This design comes from an exercise in tuning for small area and a short achievable clock period on the open sky130 flow, not from production work.
The RTL was checked by simulation tests, not by an equivalence proof against the original design.
Power figures rest on the tool's default switching activity, not on a simulated workload.

==> flow/design.v (excerpt) <==
module latency_histogram_counters_top (
  input  logic                  clk_i,
  input  logic                  rst_ni,
  input  logic                  cfg_we_i,
  input  logic [lhc_pkg::CFG_IDX_W-1:0]  cfg_index_i,
  input  logic [lhc_pkg::CFG_DATA_W-1:0] cfg_wdata_i,
  input  logic                  in_valid_i,
  output logic                  in_stall_o,
  input  logic [lhc_pkg::IN_BEAT_W-1:0]  in_beat_i,
  output logic                  out_valid_o,
  input  logic                  out_stall_i,
  output logic [lhc_pkg::OUT_BEAT_W-1:0] out_beat_o
);
make LEC_CHECK=0 CAP_MARGIN=20 CORE_MARGIN=2 CORE_UTILIZATION=40 SETUP_SLACK_MARGIN=3.9 SLEW_MARGIN=20 finish   # period 6.0 ns
run.sh (not shown) runs the stock make flow with config.mk's settings and CLKGATE_MAP_FILE= SYNTH_SCRIPT=/design/flow/synth_recipe.tcl, a recipe that flattens the netlist after the stock synthesis.
Then changed:
- SETUP_SLACK_MARGIN: 3.9 -> 3.3
Outcome: Cell count drops by a few percent; power drops by roughly a tenth; clock-buffer cell count drops by 8; global-route usage drops by 2.0 points; critical path depth drops by 3; register-to-register slack gets worse by 0.25 ns; cell area drops by roughly a tenth; wire length drops by roughly a tenth; hold slack gets better by 0.013 ns; flip-flop and latch count does not change.
Then changed:
- SETUP_SLACK_MARGIN: 3.3 -> 3.6
Clock power fell by a few percent.
Utilization increases by 1.5 points.
Clock skew drops by 0.021 ns.
Cell area is higher by a few percent.
Then changed:
- CTS_BUF_LIST: default -> sky130_fd_sc_hd__clkbuf_16
- CTS_CLUSTER_DIAMETER: default -> 80
- CTS_CLUSTER_SIZE: default -> 30
Routed wire length is lower by 1.1%.
Via count went down by 1.2%.
Design area decreases by 2.3%.
Setup slack is better by 0.011 ns.
Non-clock buffer count is lower by 2.
Utilization went down by 1.1 points.
Total power decreases by 7.5%.
First-iteration DRC count rises by 13%.


## run A
Another version of the RTL of latency_histogram_counters_top (not shown whole).
Size: about 1,900 cells after synthesis, ~490 flip-flops, ~70 I/O pins.
// latency_histogram_counters_top
module latency_histogram_counters_top (
  input  logic                  clk_i,
  input  logic                  rst_ni,
  input  logic                  cfg_we_i,
  input  logic [lhc_pkg::CFG_IDX_W-1:0]  cfg_index_i,
  input  logic [lhc_pkg::CFG_DATA_W-1:0] cfg_wdata_i,
  input  logic                  in_valid_i,
  output logic                  in_stall_o,
  input  logic [lhc_pkg::IN_BEAT_W-1:0]  in_beat_i,
  output logic                  out_valid_o,
  input  logic                  out_stall_i,
  output logic [lhc_pkg::OUT_BEAT_W-1:0] out_beat_o
);
clock: 6.0 ns
lec_check: 0
cap_margin: 20
core_margin: 2
core_utilization: 40
cts_buf_list: sky130_fd_sc_hd__clkbuf_16
cts_cluster_diameter: 80
cts_cluster_size: 30
setup_slack_margin: 3.7
slew_margin: 20
standard.sh (not shown) runs the stock make flow with config.mk's settings and CLKGATE_MAP_FILE= SYNTH_SCRIPT=/design/flow/synth_recipe.tcl, a recipe that flattens the netlist after the stock synthesis.
==> flow/flow/run.sh <==
#!/bin/bash
# Own flow: the standard layout (standard synthesis included), except that
# the input and output ports are buffered with buf_2 cells instead of the
# delay-buffer cells port buffering otherwise picks. Each step's full output
# goes to a log file of its own in this folder.
set -euo pipefail
W=$PWD
bash standard.sh synth > "$W/synth.log" 2>&1
bash standard.sh "BUFFER_PORTS_ARGS=-buffer_cell sky130_fd_sc_hd__buf_2" finish > "$W/layout.log" 2>&1
Run A | stages: all done | timing, DRC, antenna: all pass
--- input diff run A..run B ---
Settings: swapping 3.7 for 3.65 in SETUP_SLACK_MARGIN.
==> flow/flow/run.sh <==
#!/bin/bash
# Own flow: the standard layout with two changes.
#  1. Synthesis is the standard synthesis script (synth_recipe_mix.tcl is
#     synth_recipe.tcl plus a wrapper around ORFS's final abc call): the logic
#     cone that feeds the snapshot output value register is mapped with an
#     area-recovering ABC script (abc_area_nf.script), the rest with ORFS's
#     standard ABC script. Flip-flops are mapped before that call, so the
#     registers, their names and cell types are the standard synthesis's.
#  2. Ports are buffered with buf_2 cells instead of the delay buffers that
#     port buffering otherwise picks.
# Each step's full output goes to a log file of its own in this folder.
set -euo pipefail
W=$PWD
bash standard.sh "SYNTH_SCRIPT=$W/flow/synth_recipe_mix.tcl" \
  "MIX_AREA_SCRIPT=$W/flow/abc_area_nf.script" synth > "$W/synth.log" 2>&1
bash standard.sh "BUFFER_PORTS_ARGS=-buffer_cell sky130_fd_sc_hd__buf_2" finish > "$W/layout.log" 2>&1
==> flow/flow/abc_area_nf.script (new file) <==
&get -n
&st
&dch
&nf -R 1000
&put
==> flow/flow/synth_recipe_mix.tcl (new file) <==
proc synth {args} { yosys synth -nofsm -noshare {*}$args }
# The final technology mapping (ORFS's synth.tcl calls abc once, after the
# flip-flops are mapped): the cone feeding the snapshot output value register
# is mapped first with an area-recovering ABC script, the rest as standard.
proc abc {args} {
  set i [lsearch -exact $args -script]
  set area_args [lreplace $args [expr {$i + 1}] [expr {$i + 1}] $::env(MIX_AREA_SCRIPT)]
  set stop {}
  foreach t {dfrtp_1 dfrtp_2 dfrtp_4 dfstp_1 dfstp_2 dfstp_4 dfxtp_1 dfxtp_2 dfxtp_4 edfxtp_1} {
    lappend stop "sky130_fd_sc_hd__$t"
  }
  yosys select -set rdd c:*out_value_o* %ci1:+[join $stop ,]\[D\] c:*out_value_o* %d
  yosys select -set rdcone @rdd %ci*:-[join $stop ,]
  yosys select -set rdgates @rdcone t:\$_* %i
  yosys tee -o $::env(REPORTS_DIR)/mix_cone.txt select -count @rdgates
  yosys abc {*}$area_args @rdgates
  yosys abc {*}$args
}
source $::env(SCRIPTS_DIR)/synth.tcl
# left out here: clear keep_hierarchy, flatten, clean up, hide names made inside functions, write 1_2_yosys.v
Notes after the runs:
- Between run A and run B, the setup slack is lower for run A.
- Delta(post-CTS setup repair buffer count, run B - run A) < 0
- The more densely filled core belongs to run A, not run B.
Relative to run B, the following input files were edited for run C:
Settings: CORE_UTILIZATION now 45, was 40; SETUP_SLACK_MARGIN now 3.6, was 3.65.
[summary]
[compare] base=run B new=run C: sum of net half-perimeters after detailed placement decreased by 1500 um relative to the old numbers, post-layout instance area went down 300 sq um, routed wire length decreased by 4.5% relative to the old numbers.
[inputs] run D vs run C
Settings: CTS_CLUSTER_DIAMETER changed from 80 to 100; CORE_UTILIZATION changed from 45 to 40.
==> run notes <==
u_dp.rec_a as the startpoint of the worst setup timing path was reported by run D, and u_dp.out_value_o[17] by run C.
Measured against each other, run D and run C differ in worst slew margin relative to its limit, the lower figure coming from run D.
[diff] worst hold slack across all endpoints, run D relative to run C: improvement
Wire: run D routes more than run C
Run D packs its core more loosely than run C.


latency_histogram_counters_top, a different RTL version from the one above (not shown whole).
Size: roughly 470 flip-flops, about 70 I/O pins, ~0.023 mm^2 of cells after synthesis.
clock: 6.0 ns
lec_check: 0
cap_margin: 20
core_margin: 2
core_utilization: 40
cts_buf_list: sky130_fd_sc_hd__clkbuf_16
cts_cluster_diameter: 80
cts_cluster_size: 30
setup_slack_margin: 3.6
slew_margin: 20
==> flow/flow/run.sh <==
#!/bin/bash
# Own flow: the standard layout with two changes.
#  1. Synthesis is the standard one, except that ABC stops after technology
#     mapping (flow/abc_speed.script is ORFS's abc_speed.script without its
#     final buffering and gate-sizing commands); OpenROAD's repair sizes gates
#     later with placement information. Registers are mapped before ABC runs,
#     so their names and cell types are the standard synthesis's.
#  2. Ports are buffered with buf_2 cells instead of the delay buffers that
#     port buffering otherwise picks.
# Each step's full output goes to a log file of its own in this folder.
set -euo pipefail
W=$PWD
mkdir -p "$W/scripts_abc"
cp -r "$FLOW_HOME/scripts/." "$W/scripts_abc/"
cp "$W/flow/abc_speed.script" "$W/scripts_abc/abc_speed.script"
bash standard.sh SCRIPTS_DIR="$W/scripts_abc" synth > "$W/synth.log" 2>&1
bash standard.sh "BUFFER_PORTS_ARGS=-buffer_cell sky130_fd_sc_hd__buf_2" finish > "$W/layout.log" 2>&1
==> flow/flow/abc_speed.script <==
&get -n
&st
&dch
&nf
&st
&syn2
&if -g -K 6
&synch2
&nf
&st
&syn2
&if -g -K 6
&synch2
&nf
&st
&syn2
&if -g -K 6
&synch2
&nf
&st
&syn2
&if -g -K 6
&synch2
&nf
&st
&syn2
&if -g -K 6
&synch2
&nf
&put
Next try:
==> flow/run.sh (new file) <==
#!/bin/bash
# synth_recipe.tcl (not shown) runs the flow's synth.tcl, then flattens the netlist and writes it again
# the make line also repeats each setting of config.mk as NAME=value (left out here)
make -C /OpenROAD-flow-scripts/flow DESIGN_CONFIG=/design/flow/config.mk WORK_HOME=/design/flow/orfs CLKGATE_MAP_FILE= SYNTH_SCRIPT=/design/flow/synth_recipe.tcl finish
Settings changed: CORE_UTILIZATION 40 to 50, CTS_CLUSTER_DIAMETER 80 to 60, CTS_CLUSTER_SIZE 30 to 25, SETUP_SLACK_MARGIN 3.6 to 3.7.
removed: flow/flow/run.sh
removed: flow/flow/abc_speed.script
removed: flow/standard.sh
Cell area went up by 4.5%.
Register-to-register slack improved by 100 ps.
Flip-flop and latch count stays the same.
Utilization went up by 13 points.
Critical path depth went down by 8.
Synthesized area went up by 2.2%.
Count of clock-buffer cells in the layout went up by 14.
Worst hold slack barely changes.
Next try:
Settings changed: CORE_UTILIZATION 50 to 40, CTS_CLUSTER_DIAMETER 60 to 80, CTS_CLUSTER_SIZE 25 to 30, SETUP_SLACK_MARGIN 3.7 to 3.6.
Cell area drops by about 3%.
Power shrinks by about 7%.
Routed wire length drops by about 2.7%.
Via count is lower by about 1%.
Next try:
==> flow/flow/run.sh (new file) <==
#!/bin/bash
# Own flow: the standard layout, except that synthesis maps the logic with
# an area-recovering ABC script (flow/abc_speed.script). Registers, their names
# and cell types come out as in the standard synthesis (they are mapped before
# ABC runs). Each step's full output goes to a log file in this folder.
set -euo pipefail
W=$PWD
mkdir -p "$W/scripts_abc"
cp -r "$FLOW_HOME/scripts/." "$W/scripts_abc/"
cp "$W/flow/abc_speed.script" "$W/scripts_abc/abc_speed.script"
bash standard.sh SCRIPTS_DIR="$W/scripts_abc" synth > "$W/synth.log" 2>&1
bash standard.sh finish > "$W/layout.log" 2>&1
==> flow/flow/abc_speed.script (new file) <==
&get -n
&st
&dch
&nf -R 1000
&put
==> flow/standard.sh (new file) <==
#!/bin/bash
# synth_recipe.tcl (not shown) runs the flow's synth.tcl, then flattens the netlist and writes it again
# the make line also repeats each setting of config.mk as NAME=value (left out here)
make -C /OpenROAD-flow-scripts/flow DESIGN_CONFIG=/design/flow/config.mk WORK_HOME=/design/flow/orfs CLKGATE_MAP_FILE= SYNTH_SCRIPT=/design/flow/synth_recipe.tcl "${@:-finish}"
removed: flow/run.sh
Effect: The changed run finished clean. Design area came out lower slightly. Wire length came out lower by roughly a tenth. Utilization came out higher by 2.9 points.

## port drivers added, routing unchanged
In the flow no input, the clock included, has a driving cell. The finished layouts below were timed again as built, in two steps. Step 1 (the two cells are an assumption about what drives the block):
set clk [get_ports {clk_i}]
set_driving_cell -lib_cell sky130_fd_sc_hd__clkbuf_16 $clk
set_driving_cell -lib_cell sky130_fd_sc_hd__buf_2 [delete_from_list [all_inputs] $clk]
Step 2 also shifts input and output timing later by t, the mid clock arrival at the registers, as if the neighbouring blocks saw the same clock. a / b / c = no drivers / after step 1 / after step 2; a / b = the first two.
run	shift t [ns]	setup slack, ns	hold WS [ns]	worst setup path after step 2	worst register clock-pin slew, ns
the first run of note 1	0.653	3.526 / 3.526 / 2.957	0.471 / 0.471 / 0.471	input to register	0.07 / 0.07
the second run of note 1	0.652	3.277 / 3.277 / 2.671	0.484 / 0.484 / 0.484	input to register	0.07 / 0.07
the third run of note 1	0.664	3.440 / 3.440 / 2.914	0.476 / 0.476 / 0.476	input to register	0.07 / 0.07
the fourth run of note 1	0.677	3.451 / 3.451 / 2.913	0.482 / 0.482 / 0.482	input to register	0.11 / 0.11
run A	0.680	3.586 / 3.522 / 3.404	0.475 / 0.475 / 0.475	input to register	0.11 / 0.11
run B	0.647	3.615 / 3.562 / 3.293	0.459 / 0.459 / 0.459	input to register	0.11 / 0.11
run C	0.659	3.634 / 3.574 / 3.230	0.465 / 0.465 / 0.465	input to register	0.11 / 0.11
run D	0.621	3.650 / 3.595 / 3.224	0.476 / 0.476 / 0.476	input to register	0.12 / 0.12
the first run of note 3	0.655	3.565 / 3.528 / 3.452	0.476 / 0.476 / 0.476	input to register	0.10 / 0.10
the second run of note 3	0.638	3.611 / 3.556 / 3.314	0.474 / 0.474 / 0.474	input to register	0.08 / 0.08
the third run of note 3	0.665	3.580 / 3.524 / 3.173	0.479 / 0.479 / 0.479	input to register	0.12 / 0.12
the fourth run of note 3	0.659	2.960 / 2.960 / 2.960	0.467 / 0.467 / 0.467	register to register	0.10 / 0.10
After both steps every run listed still meets setup and hold. For the second run of note 1, which loses most, drivers alone change the setup slack by 0.000 ns; drivers and shift together by -0.606 ns.
